From an optimization exercise on the open Yosys and OpenROAD flow, aimed at small area; shortcuts taken in it are not production practice.
Function was checked by simulation only, so behaviour that the tests miss may differ from the original.
Power is estimated from default activity; no workload was simulated.

==> design/flow/config.mk <==
export PLATFORM = sky130hd
export DESIGN_NAME = pipe_snapshot_top
export DESIGN_NICKNAME = pipe_snapshot_top
export VERILOG_FILES = /design/flow/design.v
export SDC_FILE = /design/flow/constraint.sdc
export NUM_CORES = 4
export LEC_CHECK = 0
export CAP_MARGIN = 20
export CORE_MARGIN = 2
export CORE_UTILIZATION = 70
export SLEW_MARGIN = 20
export SYNTH_HIERARCHICAL = 1
==> design/flow/constraint.sdc <==
create_clock -name core_clock -period 6.0 [get_ports {clk}]
set_input_delay 1.2000 -clock core_clock [delete_from_list [all_inputs] [get_ports {clk}]]
set_output_delay 1.2000 -clock core_clock [all_outputs]
set_load 0.01 [all_outputs]
==> design/flow/design.v <==
`timescale 1ns/10ps
package dbg_pkg;
  localparam int BYTE_W    = 8;    
  localparam int WORD_W    = 32;   
  localparam int PC_W      = 8;    
  localparam int REG_IDX_W = 5;    
  localparam int FRAME_BYTES = 56;
  localparam int IF_BASE  = 0;    
  localparam int ID_BASE  = 6;    
  localparam int EX_BASE  = 29;   
  localparam int MEM_BASE = 45;   
  typedef logic [$clog2(FRAME_BYTES)-1:0] frame_idx_t;
  typedef logic [FRAME_BYTES-1:0][BYTE_W-1:0] frame_t;
  typedef union packed
  {
    logic [WORD_W-1:0]                    word;    
    logic [WORD_W/BYTE_W-1:0][BYTE_W-1:0] bytes;   
  } word_bytes_u;
endpackage
`timescale 1ns/10ps
module snapshot_capture
(
  input  logic                            clk,
  input  logic                            rst_n,
  input  logic [dbg_pkg::PC_W-1:0]        current_pc,
  input  logic [dbg_pkg::PC_W-1:0]        pc_if,
  input  logic [dbg_pkg::WORD_W-1:0]      instr_if,
  input  logic [dbg_pkg::WORD_W-1:0]      data_a_id,
  input  logic [dbg_pkg::WORD_W-1:0]      data_b_id,
  input  logic [dbg_pkg::WORD_W-1:0]      sign_ext_id,
  input  logic [dbg_pkg::PC_W-1:0]        jump_dest_id,
  input  logic [dbg_pkg::REG_IDX_W-1:0]   reg_dest_r_id,
  input  logic [dbg_pkg::REG_IDX_W-1:0]   reg_dest_l_id,
  input  logic                            reg_dst_id,
  input  logic                            alu_src_id,
  input  logic                            mem_to_reg_id,
  input  logic                            reg_write_id,
  input  logic                            mem_read_id,
  input  logic                            mem_write_id,
  input  logic                            branch_id,
  input  logic [1:0]                      alu_op_id,
  input  logic [dbg_pkg::WORD_W-1:0]      result_ie,
  input  logic [dbg_pkg::WORD_W-1:0]      reg2_ie,
  input  logic [dbg_pkg::PC_W-1:0]        jump_dest_ie,
  input  logic                            zero_ie,
  input  logic [dbg_pkg::REG_IDX_W-1:0]   reg_dest_ie,
  input  logic                            mem_to_reg_ie,
  input  logic                            reg_write_ie,
  input  logic                            mem_read_ie,
  input  logic                            mem_write_ie,
  input  logic                            branch_ie,
  input  logic [dbg_pkg::WORD_W-1:0]      mem_data_mem,
  input  logic [dbg_pkg::WORD_W-1:0]      alu_result_mem,
  input  logic [dbg_pkg::REG_IDX_W-1:0]   reg_dest_mem,
  input  logic                            mem_to_reg_mem,
  input  logic                            reg_write_mem,
  input  logic              take,    
  output logic [dbg_pkg::FRAME_BYTES*dbg_pkg::BYTE_W-1:0] frame   
);
  localparam int WORD_BYTES = dbg_pkg::WORD_W / dbg_pkg::BYTE_W;
  logic [dbg_pkg::FRAME_BYTES*dbg_pkg::BYTE_W-1:0] packed_frame;   
  function automatic logic [dbg_pkg::WORD_W-1:0] msb_first(input logic [dbg_pkg::WORD_W-1:0] value);
    for (int i = 0; i < WORD_BYTES; i++)
    begin
      msb_first[i*dbg_pkg::BYTE_W +: dbg_pkg::BYTE_W] = value[(WORD_BYTES - 1 - i)*dbg_pkg::BYTE_W +: dbg_pkg::BYTE_W];
    end
  endfunction
  always_comb
  begin
    packed_frame = '0;   
    packed_frame[(dbg_pkg::IF_BASE)*dbg_pkg::BYTE_W +: dbg_pkg::BYTE_W]     = dbg_pkg::BYTE_W'(current_pc);   
    packed_frame[(dbg_pkg::IF_BASE + 1)*dbg_pkg::BYTE_W +: dbg_pkg::BYTE_W] = dbg_pkg::BYTE_W'(pc_if);        
    packed_frame[(dbg_pkg::IF_BASE + 2)*dbg_pkg::BYTE_W +: dbg_pkg::WORD_W] = msb_first(instr_if);
    packed_frame[(dbg_pkg::ID_BASE)*dbg_pkg::BYTE_W +: dbg_pkg::WORD_W] = msb_first(data_a_id);
    packed_frame[(dbg_pkg::ID_BASE + 4)*dbg_pkg::BYTE_W +: dbg_pkg::WORD_W] = msb_first(data_b_id);
    packed_frame[(dbg_pkg::ID_BASE + 8)*dbg_pkg::BYTE_W +: dbg_pkg::WORD_W] = msb_first(sign_ext_id);
    packed_frame[(dbg_pkg::ID_BASE + 12)*dbg_pkg::BYTE_W +: dbg_pkg::BYTE_W] = dbg_pkg::BYTE_W'(jump_dest_id);
    packed_frame[(dbg_pkg::ID_BASE + 13)*dbg_pkg::BYTE_W +: dbg_pkg::BYTE_W] = dbg_pkg::BYTE_W'(reg_dest_r_id);   
    packed_frame[(dbg_pkg::ID_BASE + 14)*dbg_pkg::BYTE_W +: dbg_pkg::BYTE_W] = dbg_pkg::BYTE_W'(reg_dest_l_id);   
    packed_frame[(dbg_pkg::ID_BASE + 15)*dbg_pkg::BYTE_W +: dbg_pkg::BYTE_W] = dbg_pkg::BYTE_W'(reg_dst_id);
    packed_frame[(dbg_pkg::ID_BASE + 16)*dbg_pkg::BYTE_W +: dbg_pkg::BYTE_W] = dbg_pkg::BYTE_W'(alu_src_id);
    packed_frame[(dbg_pkg::ID_BASE + 17)*dbg_pkg::BYTE_W +: dbg_pkg::BYTE_W] = dbg_pkg::BYTE_W'(mem_to_reg_id);
    packed_frame[(dbg_pkg::ID_BASE + 18)*dbg_pkg::BYTE_W +: dbg_pkg::BYTE_W] = dbg_pkg::BYTE_W'(reg_write_id);
    packed_frame[(dbg_pkg::ID_BASE + 19)*dbg_pkg::BYTE_W +: dbg_pkg::BYTE_W] = dbg_pkg::BYTE_W'(mem_read_id);
    packed_frame[(dbg_pkg::ID_BASE + 20)*dbg_pkg::BYTE_W +: dbg_pkg::BYTE_W] = dbg_pkg::BYTE_W'(mem_write_id);
    packed_frame[(dbg_pkg::ID_BASE + 21)*dbg_pkg::BYTE_W +: dbg_pkg::BYTE_W] = dbg_pkg::BYTE_W'(branch_id);
    packed_frame[(dbg_pkg::ID_BASE + 22)*dbg_pkg::BYTE_W +: dbg_pkg::BYTE_W] = dbg_pkg::BYTE_W'(alu_op_id);   
    packed_frame[(dbg_pkg::EX_BASE)*dbg_pkg::BYTE_W +: dbg_pkg::WORD_W] = msb_first(result_ie);
    packed_frame[(dbg_pkg::EX_BASE + 4)*dbg_pkg::BYTE_W +: dbg_pkg::WORD_W] = msb_first(reg2_ie);   
    packed_frame[(dbg_pkg::EX_BASE + 8)*dbg_pkg::BYTE_W +: dbg_pkg::BYTE_W]  = dbg_pkg::BYTE_W'(jump_dest_ie);
    packed_frame[(dbg_pkg::EX_BASE + 9)*dbg_pkg::BYTE_W +: dbg_pkg::BYTE_W]  = dbg_pkg::BYTE_W'(zero_ie);
    packed_frame[(dbg_pkg::EX_BASE + 10)*dbg_pkg::BYTE_W +: dbg_pkg::BYTE_W] = dbg_pkg::BYTE_W'(reg_dest_ie);
    packed_frame[(dbg_pkg::EX_BASE + 11)*dbg_pkg::BYTE_W +: dbg_pkg::BYTE_W] = dbg_pkg::BYTE_W'(mem_to_reg_ie);
    packed_frame[(dbg_pkg::EX_BASE + 12)*dbg_pkg::BYTE_W +: dbg_pkg::BYTE_W] = dbg_pkg::BYTE_W'(reg_write_ie);
    packed_frame[(dbg_pkg::EX_BASE + 13)*dbg_pkg::BYTE_W +: dbg_pkg::BYTE_W] = dbg_pkg::BYTE_W'(mem_read_ie);
    packed_frame[(dbg_pkg::EX_BASE + 14)*dbg_pkg::BYTE_W +: dbg_pkg::BYTE_W] = dbg_pkg::BYTE_W'(mem_write_ie);
    packed_frame[(dbg_pkg::EX_BASE + 15)*dbg_pkg::BYTE_W +: dbg_pkg::BYTE_W] = dbg_pkg::BYTE_W'(branch_ie);
    packed_frame[(dbg_pkg::MEM_BASE)*dbg_pkg::BYTE_W +: dbg_pkg::WORD_W] = msb_first(mem_data_mem);
    packed_frame[(dbg_pkg::MEM_BASE + 4)*dbg_pkg::BYTE_W +: dbg_pkg::WORD_W] = msb_first(alu_result_mem);
    packed_frame[(dbg_pkg::MEM_BASE + 8)*dbg_pkg::BYTE_W +: dbg_pkg::BYTE_W]  = dbg_pkg::BYTE_W'(reg_dest_mem);
    packed_frame[(dbg_pkg::MEM_BASE + 9)*dbg_pkg::BYTE_W +: dbg_pkg::BYTE_W]  = dbg_pkg::BYTE_W'(mem_to_reg_mem);
    packed_frame[(dbg_pkg::MEM_BASE + 10)*dbg_pkg::BYTE_W +: dbg_pkg::BYTE_W] = dbg_pkg::BYTE_W'(reg_write_mem);   
  end
  always_ff @(posedge clk)
  begin
    if (take)
    begin
      frame <= packed_frame;   
    end
  end
endmodule
`timescale 1ns/10ps
module rd_aoi222
(
  input  logic a1, a2, b1, b2, c1, c2,
  output logic y
);
  assign y = ~((a1 & a2) | (b1 & b2) | (c1 & c2));
endmodule
module rd_nor2
(
  input  logic a, b,
  output logic y
);
  assign y = ~(a | b);
endmodule
module rd_nand3
(
  input  logic a, b, c,
  output logic y
);
  assign y = ~(a & b & c);
endmodule
module rd_nand4
(
  input  logic a, b, c, d,
  output logic y
);
  assign y = ~(a & b & c & d);
endmodule
module byte_readout
(
  input  logic                      clk,
  input  logic                      rst_n,
  input  logic                      capture,       
  input  logic                      advance,       
  input  logic [dbg_pkg::FRAME_BYTES*dbg_pkg::BYTE_W-1:0] frame,   
  output logic                      take,          
  output logic [dbg_pkg::BYTE_W-1:0] read_data,
  output logic                      frame_full,
  output logic                      frame_empty
);
  logic       held;      
  logic [5:0] rd_idx;    
  logic       last;      
  logic [7:0] lo_n;      
  logic [7:0] hi_n;      
  logic [dbg_pkg::FRAME_BYTES-1:0] sel;   
  assign take = capture && !held;    
  assign last = !rd_idx[2] && !rd_idx[3] && !rd_idx[4] && !rd_idx[5];
  always_ff @(posedge clk)
  begin
    if (!rst_n)
      held <= 1'b0;
    else if (take)
      held <= 1'b1;
    else if (advance && last)
      held <= 1'b0;   
  end
  always_ff @(posedge clk)
  begin
    if (take)
      rd_idx <= 6'd12;
    else if (advance)
      rd_idx <= {rd_idx[4:0], rd_idx[5] ^ rd_idx[4]};
  end
  logic [5:0] rd_n;      
  assign rd_n = ~rd_idx;
  rd_nand3 u_lo0 (.a(rd_n[0]), .b(rd_n[1]), .c(rd_n[2]), .y(lo_n[0]));
  rd_nand3 u_lo1 (.a(rd_idx[0]), .b(rd_n[1]), .c(rd_n[2]), .y(lo_n[1]));
  rd_nand3 u_lo2 (.a(rd_n[0]), .b(rd_idx[1]), .c(rd_n[2]), .y(lo_n[2]));
  rd_nand3 u_lo3 (.a(rd_idx[0]), .b(rd_idx[1]), .c(rd_n[2]), .y(lo_n[3]));
  rd_nand3 u_lo4 (.a(rd_n[0]), .b(rd_n[1]), .c(rd_idx[2]), .y(lo_n[4]));
  rd_nand3 u_lo5 (.a(rd_idx[0]), .b(rd_n[1]), .c(rd_idx[2]), .y(lo_n[5]));
  rd_nand3 u_lo6 (.a(rd_n[0]), .b(rd_idx[1]), .c(rd_idx[2]), .y(lo_n[6]));
  rd_nand3 u_lo7 (.a(rd_idx[0]), .b(rd_idx[1]), .c(rd_idx[2]), .y(lo_n[7]));
  rd_nand3 u_hi0 (.a(rd_n[3]), .b(rd_n[4]), .c(rd_n[5]), .y(hi_n[0]));
  rd_nand3 u_hi1 (.a(rd_idx[3]), .b(rd_n[4]), .c(rd_n[5]), .y(hi_n[1]));
  rd_nand3 u_hi2 (.a(rd_n[3]), .b(rd_idx[4]), .c(rd_n[5]), .y(hi_n[2]));
  rd_nand3 u_hi3 (.a(rd_idx[3]), .b(rd_idx[4]), .c(rd_n[5]), .y(hi_n[3]));
  rd_nand3 u_hi4 (.a(rd_n[3]), .b(rd_n[4]), .c(rd_idx[5]), .y(hi_n[4]));
  rd_nand3 u_hi5 (.a(rd_idx[3]), .b(rd_n[4]), .c(rd_idx[5]), .y(hi_n[5]));
  rd_nand3 u_hi6 (.a(rd_n[3]), .b(rd_idx[4]), .c(rd_idx[5]), .y(hi_n[6]));
  rd_nand3 u_hi7 (.a(rd_idx[3]), .b(rd_idx[4]), .c(rd_idx[5]), .y(hi_n[7]));
  rd_nor2 u_sel0 (.a(lo_n[4]), .b(hi_n[1]), .y(sel[0]));
  rd_nor2 u_sel1 (.a(lo_n[0]), .b(hi_n[3]), .y(sel[1]));
  rd_nor2 u_sel2 (.a(lo_n[1]), .b(hi_n[6]), .y(sel[2]));
  rd_nor2 u_sel3 (.a(lo_n[2]), .b(hi_n[4]), .y(sel[3]));
  rd_nor2 u_sel4 (.a(lo_n[5]), .b(hi_n[0]), .y(sel[4]));
  rd_nor2 u_sel5 (.a(lo_n[2]), .b(hi_n[1]), .y(sel[5]));
  rd_nor2 u_sel6 (.a(lo_n[4]), .b(hi_n[2]), .y(sel[6]));
  rd_nor2 u_sel7 (.a(lo_n[1]), .b(hi_n[5]), .y(sel[7]));
  rd_nor2 u_sel8 (.a(lo_n[3]), .b(hi_n[2]), .y(sel[8]));
  rd_nor2 u_sel9 (.a(lo_n[7]), .b(hi_n[4]), .y(sel[9]));
  rd_nor2 u_sel10 (.a(lo_n[7]), .b(hi_n[1]), .y(sel[10]));
  rd_nor2 u_sel11 (.a(lo_n[6]), .b(hi_n[3]), .y(sel[11]));
  rd_nor2 u_sel12 (.a(lo_n[5]), .b(hi_n[7]), .y(sel[12]));
  rd_nor2 u_sel13 (.a(lo_n[2]), .b(hi_n[7]), .y(sel[13]));
  rd_nor2 u_sel14 (.a(lo_n[4]), .b(hi_n[6]), .y(sel[14]));
  rd_nor2 u_sel15 (.a(lo_n[0]), .b(hi_n[5]), .y(sel[15]));
  rd_nor2 u_sel16 (.a(lo_n[1]), .b(hi_n[2]), .y(sel[16]));
  rd_nor2 u_sel17 (.a(lo_n[3]), .b(hi_n[4]), .y(sel[17]));
  rd_nor2 u_sel18 (.a(lo_n[7]), .b(hi_n[0]), .y(sel[18]));
  rd_nor2 u_sel19 (.a(lo_n[6]), .b(hi_n[1]), .y(sel[19]));
  rd_nor2 u_sel20 (.a(lo_n[4]), .b(hi_n[3]), .y(sel[20]));
  rd_nor2 u_sel21 (.a(lo_n[1]), .b(hi_n[7]), .y(sel[21]));
  rd_nor2 u_sel22 (.a(lo_n[2]), .b(hi_n[6]), .y(sel[22]));
  rd_nor2 u_sel23 (.a(lo_n[4]), .b(hi_n[4]), .y(sel[23]));
  rd_nor2 u_sel24 (.a(lo_n[1]), .b(hi_n[1]), .y(sel[24]));
  rd_nor2 u_sel25 (.a(lo_n[2]), .b(hi_n[2]), .y(sel[25]));
  rd_nor2 u_sel26 (.a(lo_n[5]), .b(hi_n[4]), .y(sel[26]));
  rd_nor2 u_sel27 (.a(lo_n[3]), .b(hi_n[1]), .y(sel[27]));
  rd_nor2 u_sel28 (.a(lo_n[6]), .b(hi_n[2]), .y(sel[28]));
  rd_nor2 u_sel29 (.a(lo_n[5]), .b(hi_n[5]), .y(sel[29]));
  rd_nor2 u_sel30 (.a(lo_n[3]), .b(hi_n[3]), .y(sel[30]));
  rd_nor2 u_sel31 (.a(lo_n[7]), .b(hi_n[6]), .y(sel[31]));
  rd_nor2 u_sel32 (.a(lo_n[6]), .b(hi_n[5]), .y(sel[32]));
  rd_nor2 u_sel33 (.a(lo_n[5]), .b(hi_n[3]), .y(sel[33]));
  rd_nor2 u_sel34 (.a(lo_n[3]), .b(hi_n[7]), .y(sel[34]));
  rd_nor2 u_sel35 (.a(lo_n[6]), .b(hi_n[6]), .y(sel[35]));
  rd_nor2 u_sel36 (.a(lo_n[4]), .b(hi_n[5]), .y(sel[36]));
  rd_nor2 u_sel37 (.a(lo_n[1]), .b(hi_n[3]), .y(sel[37]));
  rd_nor2 u_sel38 (.a(lo_n[3]), .b(hi_n[6]), .y(sel[38]));
  rd_nor2 u_sel39 (.a(lo_n[6]), .b(hi_n[4]), .y(sel[39]));
  rd_nor2 u_sel40 (.a(lo_n[5]), .b(hi_n[1]), .y(sel[40]));
  rd_nor2 u_sel41 (.a(lo_n[2]), .b(hi_n[3]), .y(sel[41]));
  rd_nor2 u_sel42 (.a(lo_n[5]), .b(hi_n[6]), .y(sel[42]));
  rd_nor2 u_sel43 (.a(lo_n[2]), .b(hi_n[5]), .y(sel[43]));
  rd_nor2 u_sel44 (.a(lo_n[5]), .b(hi_n[2]), .y(sel[44]));
  rd_nor2 u_sel45 (.a(lo_n[3]), .b(hi_n[5]), .y(sel[45]));
  rd_nor2 u_sel46 (.a(lo_n[7]), .b(hi_n[2]), .y(sel[46]));
  rd_nor2 u_sel47 (.a(lo_n[7]), .b(hi_n[5]), .y(sel[47]));
  rd_nor2 u_sel48 (.a(lo_n[7]), .b(hi_n[3]), .y(sel[48]));
  rd_nor2 u_sel49 (.a(lo_n[7]), .b(hi_n[7]), .y(sel[49]));
  rd_nor2 u_sel50 (.a(lo_n[6]), .b(hi_n[7]), .y(sel[50]));
  rd_nor2 u_sel51 (.a(lo_n[4]), .b(hi_n[7]), .y(sel[51]));
  rd_nor2 u_sel52 (.a(lo_n[0]), .b(hi_n[7]), .y(sel[52]));
  rd_nor2 u_sel53 (.a(lo_n[0]), .b(hi_n[6]), .y(sel[53]));
  rd_nor2 u_sel54 (.a(lo_n[0]), .b(hi_n[4]), .y(sel[54]));
  rd_nor2 u_sel55 (.a(lo_n[1]), .b(hi_n[0]), .y(sel[55]));
  logic [17:0] t0;   
  logic [12:0] t1;   
  logic [12:0] t2;   
  logic [12:0] t3;   
  logic [12:0] t4;   
  logic [11:0] t5;   
  logic [11:0] t6;   
  logic [11:0] t7;   
  rd_aoi222 u_b0_0 (.a1(sel[0]), .a2(frame[0]), .b1(sel[1]), .b2(frame[8]), .c1(sel[2]), .c2(frame[16]), .y(t0[0]));
  rd_aoi222 u_b0_1 (.a1(sel[3]), .a2(frame[24]), .b1(sel[4]), .b2(frame[32]), .c1(sel[5]), .c2(frame[40]), .y(t0[1]));
  rd_aoi222 u_b0_2 (.a1(sel[6]), .a2(frame[48]), .b1(sel[7]), .b2(frame[56]), .c1(sel[8]), .c2(frame[64]), .y(t0[2]));
  rd_aoi222 u_b0_3 (.a1(sel[9]), .a2(frame[72]), .b1(sel[10]), .b2(frame[80]), .c1(sel[11]), .c2(frame[88]), .y(t0[3]));
  rd_aoi222 u_b0_4 (.a1(sel[12]), .a2(frame[96]), .b1(sel[13]), .b2(frame[104]), .c1(sel[14]), .c2(frame[112]), .y(t0[4]));
  rd_aoi222 u_b0_5 (.a1(sel[15]), .a2(frame[120]), .b1(sel[16]), .b2(frame[128]), .c1(sel[17]), .c2(frame[136]), .y(t0[5]));
  rd_aoi222 u_b0_6 (.a1(sel[18]), .a2(frame[144]), .b1(sel[19]), .b2(frame[152]), .c1(sel[20]), .c2(frame[160]), .y(t0[6]));
  rd_aoi222 u_b0_7 (.a1(sel[21]), .a2(frame[168]), .b1(sel[22]), .b2(frame[176]), .c1(sel[23]), .c2(frame[184]), .y(t0[7]));
  rd_aoi222 u_b0_8 (.a1(sel[24]), .a2(frame[192]), .b1(sel[25]), .b2(frame[200]), .c1(sel[26]), .c2(frame[208]), .y(t0[8]));
  rd_aoi222 u_b0_9 (.a1(sel[27]), .a2(frame[216]), .b1(sel[28]), .b2(frame[224]), .c1(sel[29]), .c2(frame[232]), .y(t0[9]));
  rd_aoi222 u_b0_10 (.a1(sel[30]), .a2(frame[240]), .b1(sel[31]), .b2(frame[248]), .c1(sel[32]), .c2(frame[256]), .y(t0[10]));
  rd_aoi222 u_b0_11 (.a1(sel[33]), .a2(frame[264]), .b1(sel[34]), .b2(frame[272]), .c1(sel[35]), .c2(frame[280]), .y(t0[11]));
  rd_aoi222 u_b0_12 (.a1(sel[36]), .a2(frame[288]), .b1(sel[37]), .b2(frame[296]), .c1(sel[38]), .c2(frame[304]), .y(t0[12]));
  rd_aoi222 u_b0_13 (.a1(sel[39]), .a2(frame[312]), .b1(sel[40]), .b2(frame[320]), .c1(sel[41]), .c2(frame[328]), .y(t0[13]));
  rd_aoi222 u_b0_14 (.a1(sel[42]), .a2(frame[336]), .b1(sel[43]), .b2(frame[344]), .c1(sel[44]), .c2(frame[352]), .y(t0[14]));
  rd_aoi222 u_b0_15 (.a1(sel[45]), .a2(frame[360]), .b1(sel[46]), .b2(frame[368]), .c1(sel[47]), .c2(frame[376]), .y(t0[15]));
  rd_aoi222 u_b0_16 (.a1(sel[48]), .a2(frame[384]), .b1(sel[49]), .b2(frame[392]), .c1(sel[50]), .c2(frame[400]), .y(t0[16]));
  rd_aoi222 u_b0_17 (.a1(sel[51]), .a2(frame[408]), .b1(sel[52]), .b2(frame[416]), .c1(sel[53]), .c2(frame[424]), .y(t0[17]));
  logic [3:0] u0;   
  rd_nand4 u_c0_0 (.a(t0[0]), .b(t0[1]), .c(t0[2]), .d(t0[3]), .y(u0[0]));
  rd_nand4 u_c0_1 (.a(t0[4]), .b(t0[5]), .c(t0[6]), .d(t0[7]), .y(u0[1]));
  rd_nand4 u_c0_2 (.a(t0[8]), .b(t0[9]), .c(t0[10]), .d(t0[11]), .y(u0[2]));
  rd_nand4 u_c0_3 (.a(t0[12]), .b(t0[13]), .c(t0[14]), .d(t0[15]), .y(u0[3]));
  assign read_data[0] = |u0 | ~&t0[17:16] | (sel[54] & frame[432]) | (sel[55] & frame[440]);
  rd_aoi222 u_b1_0 (.a1(sel[0]), .a2(frame[1]), .b1(sel[1]), .b2(frame[9]), .c1(sel[2]), .c2(frame[17]), .y(t1[0]));
  rd_aoi222 u_b1_1 (.a1(sel[3]), .a2(frame[25]), .b1(sel[4]), .b2(frame[33]), .c1(sel[5]), .c2(frame[41]), .y(t1[1]));
  rd_aoi222 u_b1_2 (.a1(sel[6]), .a2(frame[49]), .b1(sel[7]), .b2(frame[57]), .c1(sel[8]), .c2(frame[65]), .y(t1[2]));
  rd_aoi222 u_b1_3 (.a1(sel[9]), .a2(frame[73]), .b1(sel[10]), .b2(frame[81]), .c1(sel[11]), .c2(frame[89]), .y(t1[3]));
  rd_aoi222 u_b1_4 (.a1(sel[12]), .a2(frame[97]), .b1(sel[13]), .b2(frame[105]), .c1(sel[14]), .c2(frame[113]), .y(t1[4]));
  rd_aoi222 u_b1_5 (.a1(sel[15]), .a2(frame[121]), .b1(sel[16]), .b2(frame[129]), .c1(sel[17]), .c2(frame[137]), .y(t1[5]));
  rd_aoi222 u_b1_6 (.a1(sel[18]), .a2(frame[145]), .b1(sel[19]), .b2(frame[153]), .c1(sel[20]), .c2(frame[161]), .y(t1[6]));
  rd_aoi222 u_b1_7 (.a1(sel[28]), .a2(frame[225]), .b1(sel[29]), .b2(frame[233]), .c1(sel[30]), .c2(frame[241]), .y(t1[7]));
  rd_aoi222 u_b1_8 (.a1(sel[31]), .a2(frame[249]), .b1(sel[32]), .b2(frame[257]), .c1(sel[33]), .c2(frame[265]), .y(t1[8]));
  rd_aoi222 u_b1_9 (.a1(sel[34]), .a2(frame[273]), .b1(sel[35]), .b2(frame[281]), .c1(sel[36]), .c2(frame[289]), .y(t1[9]));
  rd_aoi222 u_b1_10 (.a1(sel[37]), .a2(frame[297]), .b1(sel[39]), .b2(frame[313]), .c1(sel[45]), .c2(frame[361]), .y(t1[10]));
  rd_aoi222 u_b1_11 (.a1(sel[46]), .a2(frame[369]), .b1(sel[47]), .b2(frame[377]), .c1(sel[48]), .c2(frame[385]), .y(t1[11]));
  rd_aoi222 u_b1_12 (.a1(sel[49]), .a2(frame[393]), .b1(sel[50]), .b2(frame[401]), .c1(sel[51]), .c2(frame[409]), .y(t1[12]));
  logic [2:0] u1;   
  rd_nand4 u_c1_0 (.a(t1[0]), .b(t1[1]), .c(t1[2]), .d(t1[3]), .y(u1[0]));
  rd_nand4 u_c1_1 (.a(t1[4]), .b(t1[5]), .c(t1[6]), .d(t1[7]), .y(u1[1]));
  rd_nand4 u_c1_2 (.a(t1[8]), .b(t1[9]), .c(t1[10]), .d(t1[11]), .y(u1[2]));
  assign read_data[1] = |u1 | ~&t1[12:12] | (sel[52] & frame[417]) | (sel[53] & frame[425]);
  rd_aoi222 u_b2_0 (.a1(sel[0]), .a2(frame[2]), .b1(sel[1]), .b2(frame[10]), .c1(sel[2]), .c2(frame[18]), .y(t2[0]));
  rd_aoi222 u_b2_1 (.a1(sel[3]), .a2(frame[26]), .b1(sel[4]), .b2(frame[34]), .c1(sel[5]), .c2(frame[42]), .y(t2[1]));
  rd_aoi222 u_b2_2 (.a1(sel[6]), .a2(frame[50]), .b1(sel[7]), .b2(frame[58]), .c1(sel[8]), .c2(frame[66]), .y(t2[2]));
  rd_aoi222 u_b2_3 (.a1(sel[9]), .a2(frame[74]), .b1(sel[10]), .b2(frame[82]), .c1(sel[11]), .c2(frame[90]), .y(t2[3]));
  rd_aoi222 u_b2_4 (.a1(sel[12]), .a2(frame[98]), .b1(sel[13]), .b2(frame[106]), .c1(sel[14]), .c2(frame[114]), .y(t2[4]));
  rd_aoi222 u_b2_5 (.a1(sel[15]), .a2(frame[122]), .b1(sel[16]), .b2(frame[130]), .c1(sel[17]), .c2(frame[138]), .y(t2[5]));
  rd_aoi222 u_b2_6 (.a1(sel[18]), .a2(frame[146]), .b1(sel[19]), .b2(frame[154]), .c1(sel[20]), .c2(frame[162]), .y(t2[6]));
  rd_aoi222 u_b2_7 (.a1(sel[29]), .a2(frame[234]), .b1(sel[30]), .b2(frame[242]), .c1(sel[31]), .c2(frame[250]), .y(t2[7]));
  rd_aoi222 u_b2_8 (.a1(sel[32]), .a2(frame[258]), .b1(sel[33]), .b2(frame[266]), .c1(sel[34]), .c2(frame[274]), .y(t2[8]));
  rd_aoi222 u_b2_9 (.a1(sel[35]), .a2(frame[282]), .b1(sel[36]), .b2(frame[290]), .c1(sel[37]), .c2(frame[298]), .y(t2[9]));
  rd_aoi222 u_b2_10 (.a1(sel[39]), .a2(frame[314]), .b1(sel[45]), .b2(frame[362]), .c1(sel[46]), .c2(frame[370]), .y(t2[10]));
  rd_aoi222 u_b2_11 (.a1(sel[47]), .a2(frame[378]), .b1(sel[48]), .b2(frame[386]), .c1(sel[49]), .c2(frame[394]), .y(t2[11]));
  rd_aoi222 u_b2_12 (.a1(sel[50]), .a2(frame[402]), .b1(sel[51]), .b2(frame[410]), .c1(sel[52]), .c2(frame[418]), .y(t2[12]));
  logic [2:0] u2;   
  rd_nand4 u_c2_0 (.a(t2[0]), .b(t2[1]), .c(t2[2]), .d(t2[3]), .y(u2[0]));
  rd_nand4 u_c2_1 (.a(t2[4]), .b(t2[5]), .c(t2[6]), .d(t2[7]), .y(u2[1]));
  rd_nand4 u_c2_2 (.a(t2[8]), .b(t2[9]), .c(t2[10]), .d(t2[11]), .y(u2[2]));
  assign read_data[2] = |u2 | ~&t2[12:12] | (sel[53] & frame[426]);
  rd_aoi222 u_b3_0 (.a1(sel[0]), .a2(frame[3]), .b1(sel[1]), .b2(frame[11]), .c1(sel[2]), .c2(frame[19]), .y(t3[0]));
  rd_aoi222 u_b3_1 (.a1(sel[3]), .a2(frame[27]), .b1(sel[4]), .b2(frame[35]), .c1(sel[5]), .c2(frame[43]), .y(t3[1]));
  rd_aoi222 u_b3_2 (.a1(sel[6]), .a2(frame[51]), .b1(sel[7]), .b2(frame[59]), .c1(sel[8]), .c2(frame[67]), .y(t3[2]));
  rd_aoi222 u_b3_3 (.a1(sel[9]), .a2(frame[75]), .b1(sel[10]), .b2(frame[83]), .c1(sel[11]), .c2(frame[91]), .y(t3[3]));
  rd_aoi222 u_b3_4 (.a1(sel[12]), .a2(frame[99]), .b1(sel[13]), .b2(frame[107]), .c1(sel[14]), .c2(frame[115]), .y(t3[4]));
  rd_aoi222 u_b3_5 (.a1(sel[15]), .a2(frame[123]), .b1(sel[16]), .b2(frame[131]), .c1(sel[17]), .c2(frame[139]), .y(t3[5]));
  rd_aoi222 u_b3_6 (.a1(sel[18]), .a2(frame[147]), .b1(sel[19]), .b2(frame[155]), .c1(sel[20]), .c2(frame[163]), .y(t3[6]));
  rd_aoi222 u_b3_7 (.a1(sel[29]), .a2(frame[235]), .b1(sel[30]), .b2(frame[243]), .c1(sel[31]), .c2(frame[251]), .y(t3[7]));
  rd_aoi222 u_b3_8 (.a1(sel[32]), .a2(frame[259]), .b1(sel[33]), .b2(frame[267]), .c1(sel[34]), .c2(frame[275]), .y(t3[8]));
  rd_aoi222 u_b3_9 (.a1(sel[35]), .a2(frame[283]), .b1(sel[36]), .b2(frame[291]), .c1(sel[37]), .c2(frame[299]), .y(t3[9]));
  rd_aoi222 u_b3_10 (.a1(sel[39]), .a2(frame[315]), .b1(sel[45]), .b2(frame[363]), .c1(sel[46]), .c2(frame[371]), .y(t3[10]));
  rd_aoi222 u_b3_11 (.a1(sel[47]), .a2(frame[379]), .b1(sel[48]), .b2(frame[387]), .c1(sel[49]), .c2(frame[395]), .y(t3[11]));
  rd_aoi222 u_b3_12 (.a1(sel[50]), .a2(frame[403]), .b1(sel[51]), .b2(frame[411]), .c1(sel[52]), .c2(frame[419]), .y(t3[12]));
  logic [2:0] u3;   
  rd_nand4 u_c3_0 (.a(t3[0]), .b(t3[1]), .c(t3[2]), .d(t3[3]), .y(u3[0]));
  rd_nand4 u_c3_1 (.a(t3[4]), .b(t3[5]), .c(t3[6]), .d(t3[7]), .y(u3[1]));
  rd_nand4 u_c3_2 (.a(t3[8]), .b(t3[9]), .c(t3[10]), .d(t3[11]), .y(u3[2]));
  assign read_data[3] = |u3 | ~&t3[12:12] | (sel[53] & frame[427]);
  rd_aoi222 u_b4_0 (.a1(sel[0]), .a2(frame[4]), .b1(sel[1]), .b2(frame[12]), .c1(sel[2]), .c2(frame[20]), .y(t4[0]));
  rd_aoi222 u_b4_1 (.a1(sel[3]), .a2(frame[28]), .b1(sel[4]), .b2(frame[36]), .c1(sel[5]), .c2(frame[44]), .y(t4[1]));
  rd_aoi222 u_b4_2 (.a1(sel[6]), .a2(frame[52]), .b1(sel[7]), .b2(frame[60]), .c1(sel[8]), .c2(frame[68]), .y(t4[2]));
  rd_aoi222 u_b4_3 (.a1(sel[9]), .a2(frame[76]), .b1(sel[10]), .b2(frame[84]), .c1(sel[11]), .c2(frame[92]), .y(t4[3]));
  rd_aoi222 u_b4_4 (.a1(sel[12]), .a2(frame[100]), .b1(sel[13]), .b2(frame[108]), .c1(sel[14]), .c2(frame[116]), .y(t4[4]));
  rd_aoi222 u_b4_5 (.a1(sel[15]), .a2(frame[124]), .b1(sel[16]), .b2(frame[132]), .c1(sel[17]), .c2(frame[140]), .y(t4[5]));
  rd_aoi222 u_b4_6 (.a1(sel[18]), .a2(frame[148]), .b1(sel[19]), .b2(frame[156]), .c1(sel[20]), .c2(frame[164]), .y(t4[6]));
  rd_aoi222 u_b4_7 (.a1(sel[29]), .a2(frame[236]), .b1(sel[30]), .b2(frame[244]), .c1(sel[31]), .c2(frame[252]), .y(t4[7]));
  rd_aoi222 u_b4_8 (.a1(sel[32]), .a2(frame[260]), .b1(sel[33]), .b2(frame[268]), .c1(sel[34]), .c2(frame[276]), .y(t4[8]));
  rd_aoi222 u_b4_9 (.a1(sel[35]), .a2(frame[284]), .b1(sel[36]), .b2(frame[292]), .c1(sel[37]), .c2(frame[300]), .y(t4[9]));
  rd_aoi222 u_b4_10 (.a1(sel[39]), .a2(frame[316]), .b1(sel[45]), .b2(frame[364]), .c1(sel[46]), .c2(frame[372]), .y(t4[10]));
  rd_aoi222 u_b4_11 (.a1(sel[47]), .a2(frame[380]), .b1(sel[48]), .b2(frame[388]), .c1(sel[49]), .c2(frame[396]), .y(t4[11]));
  rd_aoi222 u_b4_12 (.a1(sel[50]), .a2(frame[404]), .b1(sel[51]), .b2(frame[412]), .c1(sel[52]), .c2(frame[420]), .y(t4[12]));
  logic [2:0] u4;   
  rd_nand4 u_c4_0 (.a(t4[0]), .b(t4[1]), .c(t4[2]), .d(t4[3]), .y(u4[0]));
  rd_nand4 u_c4_1 (.a(t4[4]), .b(t4[5]), .c(t4[6]), .d(t4[7]), .y(u4[1]));
  rd_nand4 u_c4_2 (.a(t4[8]), .b(t4[9]), .c(t4[10]), .d(t4[11]), .y(u4[2]));
  assign read_data[4] = |u4 | ~&t4[12:12] | (sel[53] & frame[428]);
  rd_aoi222 u_b5_0 (.a1(sel[0]), .a2(frame[5]), .b1(sel[1]), .b2(frame[13]), .c1(sel[2]), .c2(frame[21]), .y(t5[0]));
  rd_aoi222 u_b5_1 (.a1(sel[3]), .a2(frame[29]), .b1(sel[4]), .b2(frame[37]), .c1(sel[5]), .c2(frame[45]), .y(t5[1]));
  rd_aoi222 u_b5_2 (.a1(sel[6]), .a2(frame[53]), .b1(sel[7]), .b2(frame[61]), .c1(sel[8]), .c2(frame[69]), .y(t5[2]));
  rd_aoi222 u_b5_3 (.a1(sel[9]), .a2(frame[77]), .b1(sel[10]), .b2(frame[85]), .c1(sel[11]), .c2(frame[93]), .y(t5[3]));
  rd_aoi222 u_b5_4 (.a1(sel[12]), .a2(frame[101]), .b1(sel[13]), .b2(frame[109]), .c1(sel[14]), .c2(frame[117]), .y(t5[4]));
  rd_aoi222 u_b5_5 (.a1(sel[15]), .a2(frame[125]), .b1(sel[16]), .b2(frame[133]), .c1(sel[17]), .c2(frame[141]), .y(t5[5]));
  rd_aoi222 u_b5_6 (.a1(sel[18]), .a2(frame[149]), .b1(sel[29]), .b2(frame[237]), .c1(sel[30]), .c2(frame[245]), .y(t5[6]));
  rd_aoi222 u_b5_7 (.a1(sel[31]), .a2(frame[253]), .b1(sel[32]), .b2(frame[261]), .c1(sel[33]), .c2(frame[269]), .y(t5[7]));
  rd_aoi222 u_b5_8 (.a1(sel[34]), .a2(frame[277]), .b1(sel[35]), .b2(frame[285]), .c1(sel[36]), .c2(frame[293]), .y(t5[8]));
  rd_aoi222 u_b5_9 (.a1(sel[37]), .a2(frame[301]), .b1(sel[45]), .b2(frame[365]), .c1(sel[46]), .c2(frame[373]), .y(t5[9]));
  rd_aoi222 u_b5_10 (.a1(sel[47]), .a2(frame[381]), .b1(sel[48]), .b2(frame[389]), .c1(sel[49]), .c2(frame[397]), .y(t5[10]));
  rd_aoi222 u_b5_11 (.a1(sel[50]), .a2(frame[405]), .b1(sel[51]), .b2(frame[413]), .c1(sel[52]), .c2(frame[421]), .y(t5[11]));
  logic [2:0] u5;   
  rd_nand4 u_c5_0 (.a(t5[0]), .b(t5[1]), .c(t5[2]), .d(t5[3]), .y(u5[0]));
  rd_nand4 u_c5_1 (.a(t5[4]), .b(t5[5]), .c(t5[6]), .d(t5[7]), .y(u5[1]));
  rd_nand4 u_c5_2 (.a(t5[8]), .b(t5[9]), .c(t5[10]), .d(t5[11]), .y(u5[2]));
  assign read_data[5] = |u5;
  rd_aoi222 u_b6_0 (.a1(sel[0]), .a2(frame[6]), .b1(sel[1]), .b2(frame[14]), .c1(sel[2]), .c2(frame[22]), .y(t6[0]));
  rd_aoi222 u_b6_1 (.a1(sel[3]), .a2(frame[30]), .b1(sel[4]), .b2(frame[38]), .c1(sel[5]), .c2(frame[46]), .y(t6[1]));
  rd_aoi222 u_b6_2 (.a1(sel[6]), .a2(frame[54]), .b1(sel[7]), .b2(frame[62]), .c1(sel[8]), .c2(frame[70]), .y(t6[2]));
  rd_aoi222 u_b6_3 (.a1(sel[9]), .a2(frame[78]), .b1(sel[10]), .b2(frame[86]), .c1(sel[11]), .c2(frame[94]), .y(t6[3]));
  rd_aoi222 u_b6_4 (.a1(sel[12]), .a2(frame[102]), .b1(sel[13]), .b2(frame[110]), .c1(sel[14]), .c2(frame[118]), .y(t6[4]));
  rd_aoi222 u_b6_5 (.a1(sel[15]), .a2(frame[126]), .b1(sel[16]), .b2(frame[134]), .c1(sel[17]), .c2(frame[142]), .y(t6[5]));
  rd_aoi222 u_b6_6 (.a1(sel[18]), .a2(frame[150]), .b1(sel[29]), .b2(frame[238]), .c1(sel[30]), .c2(frame[246]), .y(t6[6]));
  rd_aoi222 u_b6_7 (.a1(sel[31]), .a2(frame[254]), .b1(sel[32]), .b2(frame[262]), .c1(sel[33]), .c2(frame[270]), .y(t6[7]));
  rd_aoi222 u_b6_8 (.a1(sel[34]), .a2(frame[278]), .b1(sel[35]), .b2(frame[286]), .c1(sel[36]), .c2(frame[294]), .y(t6[8]));
  rd_aoi222 u_b6_9 (.a1(sel[37]), .a2(frame[302]), .b1(sel[45]), .b2(frame[366]), .c1(sel[46]), .c2(frame[374]), .y(t6[9]));
  rd_aoi222 u_b6_10 (.a1(sel[47]), .a2(frame[382]), .b1(sel[48]), .b2(frame[390]), .c1(sel[49]), .c2(frame[398]), .y(t6[10]));
  rd_aoi222 u_b6_11 (.a1(sel[50]), .a2(frame[406]), .b1(sel[51]), .b2(frame[414]), .c1(sel[52]), .c2(frame[422]), .y(t6[11]));
  logic [2:0] u6;   
  rd_nand4 u_c6_0 (.a(t6[0]), .b(t6[1]), .c(t6[2]), .d(t6[3]), .y(u6[0]));
  rd_nand4 u_c6_1 (.a(t6[4]), .b(t6[5]), .c(t6[6]), .d(t6[7]), .y(u6[1]));
  rd_nand4 u_c6_2 (.a(t6[8]), .b(t6[9]), .c(t6[10]), .d(t6[11]), .y(u6[2]));
  assign read_data[6] = |u6;
  rd_aoi222 u_b7_0 (.a1(sel[0]), .a2(frame[7]), .b1(sel[1]), .b2(frame[15]), .c1(sel[2]), .c2(frame[23]), .y(t7[0]));
  rd_aoi222 u_b7_1 (.a1(sel[3]), .a2(frame[31]), .b1(sel[4]), .b2(frame[39]), .c1(sel[5]), .c2(frame[47]), .y(t7[1]));
  rd_aoi222 u_b7_2 (.a1(sel[6]), .a2(frame[55]), .b1(sel[7]), .b2(frame[63]), .c1(sel[8]), .c2(frame[71]), .y(t7[2]));
  rd_aoi222 u_b7_3 (.a1(sel[9]), .a2(frame[79]), .b1(sel[10]), .b2(frame[87]), .c1(sel[11]), .c2(frame[95]), .y(t7[3]));
  rd_aoi222 u_b7_4 (.a1(sel[12]), .a2(frame[103]), .b1(sel[13]), .b2(frame[111]), .c1(sel[14]), .c2(frame[119]), .y(t7[4]));
  rd_aoi222 u_b7_5 (.a1(sel[15]), .a2(frame[127]), .b1(sel[16]), .b2(frame[135]), .c1(sel[17]), .c2(frame[143]), .y(t7[5]));
  rd_aoi222 u_b7_6 (.a1(sel[18]), .a2(frame[151]), .b1(sel[29]), .b2(frame[239]), .c1(sel[30]), .c2(frame[247]), .y(t7[6]));
  rd_aoi222 u_b7_7 (.a1(sel[31]), .a2(frame[255]), .b1(sel[32]), .b2(frame[263]), .c1(sel[33]), .c2(frame[271]), .y(t7[7]));
  rd_aoi222 u_b7_8 (.a1(sel[34]), .a2(frame[279]), .b1(sel[35]), .b2(frame[287]), .c1(sel[36]), .c2(frame[295]), .y(t7[8]));
  rd_aoi222 u_b7_9 (.a1(sel[37]), .a2(frame[303]), .b1(sel[45]), .b2(frame[367]), .c1(sel[46]), .c2(frame[375]), .y(t7[9]));
  rd_aoi222 u_b7_10 (.a1(sel[47]), .a2(frame[383]), .b1(sel[48]), .b2(frame[391]), .c1(sel[49]), .c2(frame[399]), .y(t7[10]));
  rd_aoi222 u_b7_11 (.a1(sel[50]), .a2(frame[407]), .b1(sel[51]), .b2(frame[415]), .c1(sel[52]), .c2(frame[423]), .y(t7[11]));
  logic [2:0] u7;   
  rd_nand4 u_c7_0 (.a(t7[0]), .b(t7[1]), .c(t7[2]), .d(t7[3]), .y(u7[0]));
  rd_nand4 u_c7_1 (.a(t7[4]), .b(t7[5]), .c(t7[6]), .d(t7[7]), .y(u7[1]));
  rd_nand4 u_c7_2 (.a(t7[8]), .b(t7[9]), .c(t7[10]), .d(t7[11]), .y(u7[2]));
  assign read_data[7] = |u7;
  assign frame_full  = held && !rd_idx[0] && !rd_idx[1] && !rd_idx[4] && !rd_idx[5];     
  assign frame_empty = !held;
endmodule
`timescale 1ns/10ps
module pipe_snapshot_top
(
  input  logic                            clk,
  input  logic                            rst_n,
  input  logic                            capture,
  input  logic                            advance,
  input  logic [dbg_pkg::PC_W-1:0]        current_pc,
  input  logic [dbg_pkg::PC_W-1:0]        pc_if,
  input  logic [dbg_pkg::WORD_W-1:0]      instr_if,
  input  logic [dbg_pkg::WORD_W-1:0]      data_a_id,
  input  logic [dbg_pkg::WORD_W-1:0]      data_b_id,
  input  logic [dbg_pkg::WORD_W-1:0]      sign_ext_id,
  input  logic [dbg_pkg::PC_W-1:0]        jump_dest_id,
  input  logic [dbg_pkg::REG_IDX_W-1:0]   reg_dest_r_id,
  input  logic [dbg_pkg::REG_IDX_W-1:0]   reg_dest_l_id,
  input  logic                            reg_dst_id,
  input  logic                            alu_src_id,
  input  logic                            mem_to_reg_id,
  input  logic                            reg_write_id,
  input  logic                            mem_read_id,
  input  logic                            mem_write_id,
  input  logic                            branch_id,
  input  logic [1:0]                      alu_op_id,
  input  logic [dbg_pkg::WORD_W-1:0]      result_ie,
  input  logic [dbg_pkg::WORD_W-1:0]      reg2_ie,
  input  logic [dbg_pkg::PC_W-1:0]        jump_dest_ie,
  input  logic                            zero_ie,
  input  logic [dbg_pkg::REG_IDX_W-1:0]   reg_dest_ie,
  input  logic                            mem_to_reg_ie,
  input  logic                            reg_write_ie,
  input  logic                            mem_read_ie,
  input  logic                            mem_write_ie,
  input  logic                            branch_ie,
  input  logic [dbg_pkg::WORD_W-1:0]      mem_data_mem,
  input  logic [dbg_pkg::WORD_W-1:0]      alu_result_mem,
  input  logic [dbg_pkg::REG_IDX_W-1:0]   reg_dest_mem,
  input  logic                            mem_to_reg_mem,
  input  logic                            reg_write_mem,
  output logic [dbg_pkg::BYTE_W-1:0]      read_data,
  output logic                            frame_full,
  output logic                            frame_empty
);
  logic   take;    
  logic [dbg_pkg::FRAME_BYTES*dbg_pkg::BYTE_W-1:0] frame;   
  snapshot_capture snapshot_capture_inst
  (
    .clk    (clk),
    .rst_n  (rst_n),
    .current_pc     (current_pc),
    .pc_if          (pc_if),
    .instr_if       (instr_if),
    .data_a_id      (data_a_id),
    .data_b_id      (data_b_id),
    .sign_ext_id    (sign_ext_id),
    .jump_dest_id   (jump_dest_id),
    .reg_dest_r_id  (reg_dest_r_id),
    .reg_dest_l_id  (reg_dest_l_id),
    .reg_dst_id     (reg_dst_id),
    .alu_src_id     (alu_src_id),
    .mem_to_reg_id  (mem_to_reg_id),
    .reg_write_id   (reg_write_id),
    .mem_read_id    (mem_read_id),
    .mem_write_id   (mem_write_id),
    .branch_id      (branch_id),
    .alu_op_id      (alu_op_id),
    .result_ie      (result_ie),
    .reg2_ie        (reg2_ie),
    .jump_dest_ie   (jump_dest_ie),
    .zero_ie        (zero_ie),
    .reg_dest_ie    (reg_dest_ie),
    .mem_to_reg_ie  (mem_to_reg_ie),
    .reg_write_ie   (reg_write_ie),
    .mem_read_ie    (mem_read_ie),
    .mem_write_ie   (mem_write_ie),
    .branch_ie      (branch_ie),
    .mem_data_mem   (mem_data_mem),
    .alu_result_mem (alu_result_mem),
    .reg_dest_mem   (reg_dest_mem),
    .mem_to_reg_mem (mem_to_reg_mem),
    .reg_write_mem  (reg_write_mem),
    .take   (take),
    .frame  (frame)
  );
  byte_readout byte_readout_inst
  (
    .clk         (clk),
    .rst_n       (rst_n),
    .capture     (capture),
    .advance     (advance),
    .frame       (frame),
    .take        (take),
    .read_data   (read_data),
    .frame_full  (frame_full),
    .frame_empty (frame_empty)
  );
endmodule
==> design/flow/flow/run.sh <==
#!/bin/bash
# Standard ORFS layout with smaller port buffers and a lighter clock tree.
set -euo pipefail
export BUFFER_PORTS_ARGS="-buffer_cell sky130_fd_sc_hd__buf_1"
export CTS_ARGS="-sink_clustering_enable -repair_clock_nets -dont_use_dummy_load -buf_list {sky130_fd_sc_hd__clkbuf_4 sky130_fd_sc_hd__clkbuf_8 sky130_fd_sc_hd__clkbuf_16} -root_buf sky130_fd_sc_hd__clkbuf_8 -sink_clustering_size 33 -sink_clustering_max_diameter 100"
bash standard.sh > standard.log 2>&1
==> design/flow/standard.sh <==
#!/bin/bash
# synth_recipe.tcl (not shown) runs the flow's synth.tcl, then flattens the netlist and writes it again
# the make line also repeats each setting of config.mk as NAME=value (left out here)
make -C /OpenROAD-flow-scripts/flow DESIGN_CONFIG=/design/flow/config.mk WORK_HOME=/design/flow/orfs CLKGATE_MAP_FILE= SYNTH_SCRIPT=/design/flow/synth_recipe.tcl "${@:-finish}"
==> results of run 1 <==
cell type report:
| type | instances | area share [%] |
|---|---|---|
| antenna | 6 | 0.1102 |
| clock buffer | 14 | 2.323 |
| inverter | 7 | 0.1929 |
| multi-input combinational | 241 | 12.95 |
| sequential | 332 | 72.66 |
| tap | 220 | 2.020 |
| timing repair buffer | 341 | 9.744 |
placed cells by master (no fill, tap or decap), types with 4 or more instances in the layout:
cell type,instances
sky130_fd_sc_hd__a222oi_1,106
sky130_fd_sc_hd__nand3_1,17
sky130_fd_sc_hd__buf_1,338
sky130_fd_sc_hd__nor4b_1,4
sky130_fd_sc_hd__nor2_1,61
sky130_fd_sc_hd__nand2_1,8
sky130_fd_sc_hd__diode_2,6
sky130_fd_sc_hd__nand4_1,25
sky130_fd_sc_hd__clkbuf_16,11
sky130_fd_sc_hd__edfxtp_1,325
sky130_fd_sc_hd__dfxtp_1,7
sky130_fd_sc_hd__inv_1,7
critical path: cells and delay by family, from the launching register on:
| family | cells | cell delay, ps |
|---|---|---|
| flops | 1 | 480 |
| simple gates | 5 | 1510 |
| compound gates | 1 | 610 |
| buf+inv | 2 | 300 |
how the worst min path moves through the flow:
| stage | depth (start not counted) | to |
|---|---|---|
| 5_1_grt | 2 | byte_readout_inst.rd_idx[1] |
| 6_report | 1 | byte_readout_inst.held |
| 4_1_cts | 1 | byte_readout_inst.held |
| 3_3_place_gp | 1 | byte_readout_inst.held |
| 3_5_place_dp | 1 | byte_readout_inst.held |
| 2_1_floorplan | 1 | byte_readout_inst.held |
power by group through the flow:
stage | registers, uW | clock network [uW] | logic (uW)
after floorplan | 2790 | 0 | 149
after global placement | 2810 | 0 | 301
after detailed placement | 2820 | 0 | 312
after CTS | 2770 | 997 | 316
after global routing | 2780 | 1060 | 348
final | 2770 | 1010 | 328
registers in the layout (all words and copies together), names as in the netlist:
register / cells
snapshot_capture_inst.frame: 325
byte_readout_inst.rd_idx: 6
byte_readout_inst.held: 1
per-layer routing:
metal | share of wire (%) | track usage (%) | vias to the layer above
met3 | 13 | 7.686 | 101
met4 | 4.0 | 13.18 | 0
met2 | 51 | 59.56 | 756
li1 | - | - | 3309
met5 | 0 | 0 | -
met1 | 32 | 45.58 | 3856
metrics by stage:
stage	hold slack, ps	cells
final	577.8	1161
after global routing	633.9	1156
after CTS	573.6	1154
after detailed placement	547.3	1140
after global placement	555.9	1140
after floorplan	457.2	582
==> summary.txt, run 1 <==
The total wirelength of the detailed-routed design came out at 31700 um. The post-route minimum period was 4653 ps. The die is 133.3 um wide. Maximum number of pins on one net before global-route repair: 241. In this run, CTS created clock tree buffers numbering 14. For this run, the top clock speed supported by timing is 214.9 MHz. The worst hold path begins at byte_readout_inst.held. Adding up every negative setup slack in the final design gives 0 ps. The classification of the worst setup path was flip-flop to primary output. The run finished with no timing, DRC or antenna violations. For the CTS sink count, the log shows 332. The run gives 3 as the maximum root-to-sink buffer count. The tools report the DRC violation total after the first TritonRoute iteration as 1836.

The signal on the critical path passes through inv_1 > nand3_1 > nor2_1 > a222oi_1 > nand4_1 > nor4b_1 > nand2_1 > buf_1. The number of antenna violations at the first check in global routing was 2. The endpoint of the worst-slack reg-to-reg timing path was snapshot_capture_inst.frame[253]. Dividing the detail-routed via count by the number of cells gives 6.910. The worst path uses 77.55% of the clock period. In this run the cell area of the synthesized design comes to 11700 sq um. Across the whole layout, storage elements account for 9899 sq um. The max-slew violation total from the final report was 0. Placed wire-length estimate after detailed placement: 22770 um. The count of TritonRoute iterations in the first routing pass is 14, and the die outline height is 133.3 um. The clock arrives with 59.59 ps of skew. Relative to the synthesized area, the layout overhead comes to 16.43%. The most critical setup path has its endpoint at read_data[3]. Headroom to the max-slew limit came out at 44.17%. Setup slack on the critical path of the routed design comes to 1347 ps. In this run the static leakage power is 0.004233 uW.

The root buffer cell chosen for the clock tree is sky130_fd_sc_hd__clkbuf_8. After global routing the overflow that remains totals 0. The startpoint identified for the worst register-to-register timing path is byte_readout_inst.held. Of the cells placed in the final design, the portion with a size suffix greater than 1 is 2.139%.

The fraction of the core area covered by cells at the end of the flow came out at 82.74%. Summing over every cut layer, the via total after detailed routing is 8022. The mean instance size in the synthesized netlist was 20.11 sq um.

In this run the cell area measured after placement is 13260 sq um. The number of global-route vias before repair was 7784; the number of failing setup endpoints in the final timing report was 0. The floorplan has 47 rows. The clock-pin slew on the worst setup and hold paths was 120 ps; the average wire per cell in the routed design was 27.30 um.

The logs give 0 for the detailed-route DRC error count and 13620 sq um for the cell area after layout. On the worst path, the slowest cell contributes a delay of 610 ps. The tools report the number of instances in the synthesized netlist as 582. The maximum vdd ir drop was 0.3293 mV. TritonCTS built the clock tree. The number of buffers added to fix hold violations after cts came out at 0. The core area is 16470 sq um, and the yosys synthesis warning count is 8. The design draws 4102 uW. In the final layout, the multi-input gates occupy 1764 sq um. The logs give 4800 ps for the required time of the critical path and 867 for the fill cell total of the finished layout. The run gives 24.6% as the share of total power in the clock network.

The logs give 3195 uW for the internal power summed over all cells and 0 for the count of cells resized by post-cts repair. Data arrives at the worst endpoint at 3450 ps. In the global route stage, overall resource usage came out at 35.14%. Once detail routing completed, the nets flagged for antenna violations numbered 0. In the final design database the tool counted 1266 nets.

The count of buffers added on input and output ports is 338. Depth of the most critical reg-to-reg path: 3. STA classifies the critical path startpoint as a flip-flop. The worst register-to-register path has a setup slack of 3990 ps. The endpoint class of the critical path was a primary output.

The first-pass GRT wire length was 45380 um. For the fraction of power consumed by combinational cells, the log shows 8.0%. The worst hold path belongs to the class flip-flop to flip-flop. Sequential cells account for 67.4% of the total power. The worst-margin pin slew was 834.3 ps; the initial core utilization was 71.06%. Dividing total power by cell area gives a power density of 301.1 nW/um^2. The routability-driven placement congestion ratio was 0.9325; the total I/O pin count was 339.

At the placement stage, the worst setup path has a slack of 2143 ps. The final hold violation count was 0; the reported max-cap violation count was 0. The depth of the CTS H-tree was 1. The run gives 0 as the count of buffers added by post-CTS timing repair for setup. Along the worst path, the maximum fanout reaches 8.

Setup repair after global routing left no endpoint under its margin. Net switching is 22.11% of the power. For the worst-skew pair, the clock arrives at the later sink with an insertion delay of 540 ps.

Tracing the worst setup path back leads to its startpoint at byte_readout_inst.rd_idx[3]. The analysis attributes to net switching a power of 907.1 uW. When the netlist entered floorplanning its net count stood at 911.

The die covers 17770 sq um. Cell type of the slowest stage on the worst timing path: sky130_fd_sc_hd__a222oi_1.
==> run 2, diff against run 1 <==
==> design/flow/flow/run.sh (replaced) <==
#!/bin/bash
# Standard ORFS layout with smaller port buffers and a lighter clock tree.
set -euo pipefail
export BUFFER_PORTS_ARGS="-buffer_cell sky130_fd_sc_hd__buf_1"
export CTS_ARGS="-sink_clustering_enable -repair_clock_nets -dont_use_dummy_load -buf_list {sky130_fd_sc_hd__clkbuf_4 sky130_fd_sc_hd__clkbuf_8 sky130_fd_sc_hd__clkbuf_16} -root_buf sky130_fd_sc_hd__clkbuf_8 -sink_clustering_size 30 -sink_clustering_max_diameter 100"
bash standard.sh > standard.log 2>&1
--- a/design/flow/config.mk
+++ b/design/flow/config.mk
@@ -8,5 +8,5 @@
 export CAP_MARGIN = 20
 export CORE_MARGIN = 2
-export CORE_UTILIZATION = 70
+export CORE_UTILIZATION = 60
 export SLEW_MARGIN = 20
 export SYNTH_HIERARCHICAL = 1
==> summary.txt, run 2 <==
Power density over the cells: 301.9 nW/um^2 (was 301.1 nW/um^2). The post-route minimum period is 4746 ps (was 4653 ps), and the synthesis-to-layout area growth is 16.86% (was 16.43%). The number of antenna violations at the first check in global routing was 1 (was 2). The total standard cell area after synthesis was 11700 sq um (unchanged).

Highest-count cells in the layout ignoring fill and taps: sky130_fd_sc_hd__buf_1, sky130_fd_sc_hd__edfxtp_1, sky130_fd_sc_hd__a222oi_1 (unchanged). The tools report the detailed-route DRC error count as 0 (unchanged). The number of instances in the synthesized netlist is 582 (unchanged), and the flip-flop count of the largest register, all copies and words added is 325 (unchanged). The run gives 1848 ps (was 2143 ps) as the minimum setup slack after placement. Classification of the worst setup path: flip-flop to primary output (unchanged).

The count of nets left with antenna violations after detail routing was 0 (unchanged). The global routing usage summed across all routing layers was 28.82% (was 35.14%). The minimum setup slack among reg-to-reg paths was 4160 ps (was 3990 ps); the peak clock frequency supported by timing was 210.7 MHz (was 214.9 MHz).

Total I/O pin count: 339 (unchanged). The top register by number of flip-flops is snapshot_capture_inst.frame (unchanged). The post-route fraction of the period consumed by the critical path came out at 79.10% (was 77.55%). The most common cell after layout, fill and taps aside is sky130_fd_sc_hd__buf_1 (unchanged). Fraction of final layout cells with drive strength greater than 1: 2.139% (unchanged). The clock insertion delay at the later pin of the skew report is 580 ps (was 540 ps). Setup repair after global routing left no endpoint under its margin. The count of cells resized by post-cts repair is 0 (unchanged). The tools report the number of buffers added to fix hold violations after cts as 0 (unchanged). The tools report the cell at the root of the clock tree as sky130_fd_sc_hd__clkbuf_8 (unchanged).

The initial core utilization came out at 60.72% (was 71.06%). The run gives 22280 um (was 22770 um) as the placed wire-length estimate after detailed placement. Number of global-route vias before repair: 7421 (was 7784). Maximum net fanout on the critical path: 8 (unchanged).

The tightest slew margin relative to the limit is 32.93% (was 44.17%). Yosys synthesis warning count: 8 (unchanged). The run finished with no timing, DRC or antenna violations. The max-slew violation total from the final report came out at 0 (unchanged).

The depth of the most critical reg-to-reg path works out to 2 (was 3). The via density per instance works out to 6.306 (was 6.910). The overall die area is 20640 sq um (was 17770 sq um).

For the sum of negative setup slack, the log shows 0 ps (unchanged). The fill cell total of the finished layout is 1313 (was 867). The number of buffers inserted by port buffering was 338 (unchanged); the worst-margin pin slew was 1006 ps (was 834.3 ps).

Average wire per cell in the routed design: 25.58 um (was 27.30 um). The tools report the endpoint of the worst hold path as byte_readout_inst.held (unchanged). The maximum vdd ir drop was 0.2350 mV (was 0.3293 mV).

The cell area reported after detailed placement is 13330 sq um (was 13260 sq um). The tools report the leakage power summed over all cells as 0.004236 uW (was 0.004233 uW). The tools report the number of core rows as 51 (was 47).

The tools report the routability-driven placement congestion ratio as 0.8838 (was 0.9325). The maximum clock skew at final layout was 48.30 ps (was 59.59 ps). The required time of the critical path is 4800 ps (about the same). The tools report the count of TritonRoute iterations in the first routing pass as 7 (was 14).

The total clock buffers created by CTS was 15 (was 14). The DRC violation total after the first TritonRoute iteration is 1327 (was 1836). The launching instance or port of the critical path is byte_readout_inst.rd_idx[3] (unchanged). The first-pass GRT wire length is 42950 um (was 45380 um). The core area came out at 19270 sq um (was 16470 sq um). The depth of the worst hold-timing path was 1 (unchanged); the reported max-cap violation count was 0 (unchanged). Number of failing setup endpoints in the final timing report: 0 (unchanged). The minimum setup slack in the final design is 1254 ps (was 1347 ps), and the clock-pin slew on the worst setup and hold paths is 110 ps (was 120 ps). The worst hold path startpoint is byte_readout_inst.held (unchanged). The cell area after layout came out at 13670 sq um (was 13620 sq um). Top Registers: snapshot_capture_inst.frame: 325 flops, byte_readout_inst.rd_idx: 6 flops, byte_readout_inst.held: 1 flops (unchanged).

TritonCTS built the clock tree. Depth of the CTS H-tree: 1 (unchanged). The endpoint of the worst-slack reg-to-reg timing path is snapshot_capture_inst.frame[279] (was snapshot_capture_inst.frame[253]). The run gives 332 (unchanged) as the CTS sink count. The final hold violation count is 0 (unchanged). The tools report the endpoint class of the critical path as a primary output (unchanged). The die span in x works out to 143.7 um (was 133.3 um).

The die outline height is 143.7 um (was 133.3 um). The mean instance size in the synthesized netlist is 20.11 sq um (unchanged). The category of the worst setup path launch point was a flip-flop (unchanged). The net count after synthesis came out at 911 (unchanged).

Source of the worst register-to-register timing path: byte_readout_inst.held (unchanged). Total number of nets in the final design: 1266 (unchanged). Count of buffers added by post-CTS timing repair for setup: 0 (unchanged).

The total overflow reported by the global router was 0 (unchanged); the endpoint arrival time on the critical path was 3550 ps (was 3450 ps). For the total wirelength of the detailed-routed design, the log shows 30720 um (was 31700 um). Class of the worst hold path: flip-flop to flip-flop (unchanged). The logs give 182 (was 241) for the maximum number of pins on one net before global-route repair and 7573 (was 8022) for the number of vias in the routed layout. The run gives 3 (unchanged) as the maximum root-to-sink buffer count.
-- run 2: changes by cell type in the layout (fill, tap and decap cells not counted) --
cell / delta
sky130_fd_sc_hd__buf_12: +1
sky130_fd_sc_hd__diode_2: -5
sky130_fd_sc_hd__buf_6: -1
sky130_fd_sc_hd__clkbuf_16: +1
sky130_fd_sc_hd__buf_16: -1
-- run 2: worst max path at each step --
stage / cells past startpoint / to
5_1_grt: 8 / read_data[2]
4_1_cts: 8 / read_data[2]
2_1_floorplan: 2 / snapshot_capture_inst.frame[0]
6_report: 8 / read_data[3]
3_5_place_dp: 8 / read_data[2]
3_3_place_gp: 8 / read_data[2]
-- run 2: area by class of cell --
class / count / area [sq um] / area share (%)
timing repair buffer: 340 / 1309 / 9.571
sequential: 332 / 9899 / 72.39
antenna: 1 / 2.502 / 0.01830
inverter: 7 / 26.28 / 0.1921
tap: 265 / 331.6 / 2.425
clock buffer: 15 / 341.6 / 2.498
multi-input combinational: 241 / 1764 / 12.90
-- run 2: report_power, final --
part | total (uW) | switching, uW | leakage, uW | internal (uW)
sequential | 2760 | 49.7 | 0.00316 | 2710
clock | 1040 | 636 | 0.000169 | 406
combinational | 329 | 221 | 0.000911 | 108
total | 4130 | 907 | 0.00424 | 3220
-- run 2: worst max-delay path: stages (launching register included) --
cell                       delay, ps
sky130_fd_sc_hd__dfxtp_1         490
sky130_fd_sc_hd__inv_1           140
sky130_fd_sc_hd__nand3_1         360
sky130_fd_sc_hd__nor2_1          280
sky130_fd_sc_hd__a222oi_1        590
sky130_fd_sc_hd__nand4_1         350
sky130_fd_sc_hd__nor4b_1         550
sky130_fd_sc_hd__nand2_1         100
sky130_fd_sc_hd__buf_1           150
-- run 2: layer usage --
layer  GRT usage, %  wire length (um)  vias to the layer above
met2          44.96             14540                      533
met4          10.73              1077                        0
met5              0                 0                        -
met3          6.564              3651                       68
met1          40.49             11460                     3664
li1               -                 -                     3308
-- run 2: metrics by stage --
step | power [uW] | cells | hold WS, ps | util (%)
2_1_floorplan | 2944 | 582 | 457.2 | -
3_3_place_gp | 3120 | 1185 | 557.7 | 69.17
3_5_place_dp | 3132 | 1185 | 564.8 | 69.17
4_1_cts | 4135 | 1200 | 589.3 | 70.95
5_1_grt | 4245 | 1200 | 615.9 | 70.95
6_report | 4129 | 1201 | 587.3 | 70.96

separate check: timing with driven ports:
In the flow no input, the clock included, has a driving cell. The finished layouts below were timed again as built, in two steps.
Step 1 assumes that a clkbuf_16 drives the clock port and a buf_2 every other input.
Step 2 adds t to the input delays and takes it off the output delays; t is the mean of the earliest and latest rising clock arrival at the registers after step 1. Input paths then give back, and output paths get back, about the clock's delay inside the block.
Three values: ideal ports, drivers, drivers and shift; two values: the first two.
run	shift t [ns]	slack for setup (ns)	worst slew at a driven data input, ns	cell pins on the clock port's net
run 1	0.555	1.347 / 1.305 / 1.861	0.09	1
run 2	0.584	1.254 / 1.210 / 1.793	0.08	1
After both steps setup and hold are still met in every run listed.
